What follows belongs to an exercise in optimizing a design on an open flow for small area, a short achievable clock period and few clock cycles per item; a production flow would make more cautious choices. Only simulation tests tie the RTL to the original design; equivalence was not proved. No activity file was given, so power comes from the tool's default toggle rates.

Setup of indigo:
Design partition_engine, start of the top module:
module partition_engine (
    input  logic        clk,
    input  logic        rst,
    input  logic        cmd_valid,
    output logic        cmd_ready,
    input  logic [7:0]  cmd_op,
    input  logic [31:0] cmd_region,
    input  logic [31:0] cmd_mask,
    input  logic [3:0]  cmd_m1,
    input  logic [3:0]  cmd_m2,
    output logic        rsp_valid,
    input  logic        rsp_ready,
    output logic [2:0]  rsp_status,
    output logic [3:0]  rsp_module_id,
    output logic [4:0]  live_count,
    output logic [15:0] slot_valid,
    output logic        is_structured,
    output logic [11:0] mu_discovery,
    output logic [11:0] mu_execution,
    output logic [11:0] mu_cost,
    output logic        mu_saturated,
    input  logic [3:0]  rd_id,
    output logic [31:0] rd_region
);
    localparam logic [2:0] ST_OK      = 3'd0;
    localparam logic [2:0] ST_FULL    = 3'd1;
    localparam logic [2:0] ST_BAD_ID  = 3'd2;
    localparam logic [2:0] ST_OVERLAP = 3'd3;
    localparam logic [2:0] ST_EMPTY   = 3'd4;
    localparam logic [2:0] ST_ILLEGAL = 3'd5;
    logic [31:0] own_v;
    logic [3:0]  own_id [32];
  ...
==> module partition_engine, before the edit <==
module partition_engine (
    input  logic        clk,
    input  logic        rst,
    input  logic        cmd_valid,
    output logic        cmd_ready,
    input  logic [7:0]  cmd_op,
    input  logic [31:0] cmd_region,
    input  logic [31:0] cmd_mask,
    input  logic [3:0]  cmd_m1,
    input  logic [3:0]  cmd_m2,
    output logic        rsp_valid,
    input  logic        rsp_ready,
    output logic [2:0]  rsp_status,
    output logic [3:0]  rsp_module_id,
    output logic [4:0]  live_count,
    output logic [15:0] slot_valid,
    output logic        is_structured,
    output logic [11:0] mu_discovery,
    output logic [11:0] mu_execution,
    output logic [11:0] mu_cost,
    output logic        mu_saturated,
    input  logic [3:0]  rd_id,
    output logic [31:0] rd_region
);
    localparam logic [2:0] ST_OK      = 3'd0;
    localparam logic [2:0] ST_FULL    = 3'd1;
    localparam logic [2:0] ST_BAD_ID  = 3'd2;
    localparam logic [2:0] ST_OVERLAP = 3'd3;
    localparam logic [2:0] ST_EMPTY   = 3'd4;
    localparam logic [2:0] ST_ILLEGAL = 3'd5;
    logic [31:0] own_v;
    logic [3:0]  own_id [32];
    logic [5:0] disc_q;
    logic       sat_q;
    always_comb begin
        for (int b = 0; b < 32; b++) rd_region[b] = own_v[b] && (own_id[b] == rd_id);
    end
    logic [12:0] cost_sum;
    assign mu_discovery = {6'b0, disc_q};
    assign cost_sum     = {1'b0, mu_discovery} + {1'b0, mu_execution};
    assign mu_cost      = cost_sum[12] ? 12'hfff : cost_sum[11:0];
    assign mu_saturated = sat_q | cost_sum[12];
    logic accept;
    assign cmd_ready = !rsp_valid || rsp_ready;
    assign accept    = cmd_valid && cmd_ready;
    logic op_new, op_split, op_merge, op_acc;
    assign op_new   = (cmd_op == 8'h00);
    assign op_split = (cmd_op == 8'h01);
    assign op_merge = (cmd_op == 8'h02);
    assign op_acc   = (cmd_op == 8'h05);
    logic [3:0] free_id;
    logic       any_free;
    always_comb begin
        free_id  = '0;
        any_free = 1'b0;
        for (int k = 15; k >= 0; k--) begin
            if (!slot_valid[k]) begin
                free_id  = 4'(k);
                any_free = 1'b1;
            end
        end
    end
    logic [3:0]  sel_id;
    logic [31:0] psel;
    assign sel_id = cmd_op[1] ? cmd_m2 : cmd_m1;
    always_comb begin
        for (int b = 0; b < 32; b++) psel[b] = own_v[b] && (own_id[b] == sel_id);
    end
    logic overlap, region_zero, split_lo, split_hi, m1_live, m2_live;
    assign overlap     = |(cmd_region & own_v);
    assign region_zero = (cmd_region == '0);
    assign split_lo    = |(psel & cmd_mask);
    assign split_hi    = |(psel & ~cmd_mask);
    assign m1_live     = slot_valid[cmd_m1];
    assign m2_live     = slot_valid[cmd_m2];
    logic new_ok, split_ok, merge_ok;
    logic [2:0] status;
    always_comb begin
        status = ST_OK;
        if (op_new) begin
            if (region_zero)    status = ST_EMPTY;
            else if (overlap)   status = ST_OVERLAP;
            else if (!any_free) status = ST_FULL;
        end else if (op_split) begin
            if (!m1_live)                    status = ST_BAD_ID;
            else if (!any_free)              status = ST_FULL;
            else if (!split_lo || !split_hi) status = ST_EMPTY;
        end else if (op_merge) begin
            if (!m1_live || !m2_live || (cmd_m1 == cmd_m2)) status = ST_BAD_ID;
        end else if (!op_acc) begin
            status = ST_ILLEGAL;
        end
    end
    assign new_ok   = op_new && !region_zero && !overlap && any_free;
    assign split_ok = op_split && m1_live && any_free && split_lo && split_hi;
    assign merge_ok = op_merge && m1_live && m2_live && (cmd_m1 != cmd_m2);
    logic        do_new, do_split, do_merge, do_acc, do_add;
    logic [15:0] free_oh, m2_oh;
    logic [5:0]  pop;
    logic [4:0]  live_inc, live_dec;
    logic [7:0]  inc_exec;
    logic [12:0] exec_sum;
    logic        do_exec;
    assign do_new   = accept && new_ok;
    assign do_split = accept && split_ok;
    assign do_merge = accept && merge_ok;
    assign do_acc   = accept && op_acc;
    assign do_add   = do_new || do_split;
    always_comb begin
        for (int k = 0; k < 16; k++) begin
            free_oh[k] = do_add && (free_id == 4'(k));
            m2_oh[k]   = do_merge && (cmd_m2 == 4'(k));
        end
        pop = '0;
        for (int b = 0; b < 32; b++) pop = pop + 6'(own_v[b] || cmd_region[b]);
    end
    assign live_inc = live_count + 5'd1;
    assign live_dec = live_count - 5'd1;
    always_comb begin
        if (cmd_op[2])      inc_exec = {live_count, 3'b000};
        else if (cmd_op[1]) inc_exec = 8'd4;
        else                inc_exec = 8'd32;
    end
    assign exec_sum = {{1'b0, mu_execution[11:2]} + {5'b0, inc_exec[7:2]}, mu_execution[1:0]};
    assign do_exec  = do_split || do_merge || do_acc;
    always_ff @(posedge clk or posedge rst) begin
        if (rst) begin
            rsp_valid     <= 1'b0;
            live_count    <= '0;
            slot_valid    <= '0;
            is_structured <= 1'b0;
            disc_q        <= '0;
            mu_execution  <= '0;
            sat_q         <= 1'b0;
            own_v         <= '0;
        end else begin
            if (cmd_ready) rsp_valid <= cmd_valid;
            if (do_add)        live_count <= live_inc;
            else if (do_merge) live_count <= live_dec;
            slot_valid   <= (slot_valid | free_oh) & ~m2_oh;
            if (do_acc) is_structured <= (live_count >= 5'd2);
            own_v        <= own_v | (cmd_region & {32{do_new}});
            if (do_new) disc_q <= pop;
            if (do_exec) mu_execution <= exec_sum[12] ? 12'hfff : exec_sum[11:0];
            sat_q        <= sat_q | (do_exec && exec_sum[12]);
        end
    end
    logic [3:0]  wr_id;
    logic [31:0] wr;
    assign wr_id = op_merge ? cmd_m1 : free_id;
    assign wr    = (cmd_region & {32{do_new}}) | (psel & ((cmd_mask & {32{do_split}}) | {32{do_merge}}));
    always_ff @(posedge clk) begin
        if (accept) begin
            rsp_status    <= status;
            rsp_module_id <= (merge_ok || new_ok || split_ok) ? wr_id : 4'd0;
        end
        for (int b = 0; b < 32; b++) begin
            if (wr[b]) own_id[b] <= wr_id;
        end
    end
endmodule
clock: 10.0 ns
lec_check: 0
cap_margin: 20
cell_pad_in_sites_detail_placement: 1
cell_pad_in_sites_global_placement: 2
core_margin: 2
core_utilization: 40
cts_buf_list: sky130_fd_sc_hd__clkbuf_8 sky130_fd_sc_hd__clkbuf_16
cts_cluster_diameter: 100
cts_cluster_size: 30
place_density: 0.55
setup_slack_margin: 4.6
slew_margin: 20
standard.sh (not shown) runs the stock make flow with config.mk's settings and CLKGATE_MAP_FILE= SYNTH_SCRIPT=/design/flow/synth_recipe.tcl, a recipe that flattens the netlist after the stock synthesis.
==> flow/flow/run.sh <==
#!/bin/bash
# Standard layout with two changes: plain buffers (not delay cells) on the ports, and
# no full-adder cell extraction in synthesis (adders are left to ABC's gate mapping).
export BUFFER_PORTS_ARGS="-buffer_cell sky130_fd_sc_hd__buf_2"
export ADDER_MAP_FILE=
bash standard.sh > standard.log 2>&1
indigo finished end to end and its layout was clean on timing, DRC and antenna.
Testbench counts of indigo, summed over its fixed seeds: cycles 4,832, items 4,800.
#### Input delta (juniper over indigo)
--- a/flow/design.v
+++ b/flow/design.v
@@ -109,13 +109,13 @@
     always_comb begin
         for (int k = 0; k < 16; k++) begin
             free_oh[k] = do_add && (free_id == 4'(k));
             m2_oh[k]   = do_merge && (cmd_m2 == 4'(k));
         end
         pop = '0;
-        for (int b = 0; b < 32; b++) pop = pop + 6'(own_v[b] || cmd_region[b]);
+        for (int b = 0; b < 32; b++) pop = pop + 6'(cmd_region[b]);
     end
     assign live_inc = live_count + 5'd1;
     assign live_dec = live_count - 5'd1;
     always_comb begin
         if (cmd_op[2])      inc_exec = {live_count, 3'b000};
         else if (cmd_op[1]) inc_exec = 8'd4;
@@ -137,13 +137,13 @@
             if (cmd_ready) rsp_valid <= cmd_valid;
             if (do_add)        live_count <= live_inc;
             else if (do_merge) live_count <= live_dec;
             slot_valid   <= (slot_valid | free_oh) & ~m2_oh;
             if (do_acc) is_structured <= (live_count >= 5'd2);
             own_v        <= own_v | (cmd_region & {32{do_new}});
-            if (do_new) disc_q <= pop;
+            if (do_new) disc_q <= disc_q + pop;
             if (do_exec) mu_execution <= exec_sum[12] ? 12'hfff : exec_sum[11:0];
             sat_q        <= sat_q | (do_exec && exec_sum[12]);
         end
     end
     logic [3:0]  wr_id;
     logic [31:0] wr;
--- outcome ---
- Per the final summary, juniper finished and its layout is clean on timing, DRC and antenna.
- The higher minimum clock period after layout came out of juniper.
- indigo ended up with sky130_fd_sc_hd__nor4_1 as its slowest cell on the critical path; juniper ended up with sky130_fd_sc_hd__xor3_2.
- Compared with indigo, juniper ends up with less cell area.
- Synthesized-area fraction occupied by ao, oa, aoi and oai cells (higher): juniper
- The fraction of power consumed by sequential logic of juniper falls short of that of indigo by 1.6 points.
- As of juniper, total routed wirelength had fallen slightly compared to indigo.
- indigo -> juniper: synthesized instance count flat
- [juniper vs indigo] clock group share of total power: lower in juniper
- juniper and indigo ended up with nearly the same maximum level of the CTS H-tree.
- Worst-path maximum fanout was higher in indigo than in juniper.
- Compared with indigo, juniper shows worst setup slack lower by 110 ps.
- On proportion of power drawn by combinational gates: between juniper and indigo, it ends up lower for indigo.
- Re number of clock sinks: no difference whatsoever between juniper and indigo.
- indigo vs juniper, launch point of the worst path: rd_id[1] vs cmd_region[5]
Testbench counts of juniper, summed over its fixed seeds: cycles 4,832, items 4,800.

static timing again, ports no longer ideal:
In the flow no input, the clock included, has a driving cell. The finished layouts below were timed again as built, in two steps. Step 1 assumes that a clkbuf_16 drives the clock port and a buf_2 every other input. Step 2 also shifts input and output timing later by t, the mid clock arrival at the registers, as if the neighbouring blocks saw the same clock. a / b / c = ideal ports / drivers / drivers and shift; a / b = the first two.
run | shift t [ns] | slack for setup (ns) | worst data-port slew with drivers (ns)
indigo | 0.548 | 4.643 / 4.617 / 4.210 | 0.06
juniper | 0.536 | 4.537 / 4.526 / 3.991 | 0.06
After both steps every run listed still meets setup and hold. For juniper, which loses most, drivers alone change the setup slack by -0.011 ns; drivers and shift together by -0.546 ns.
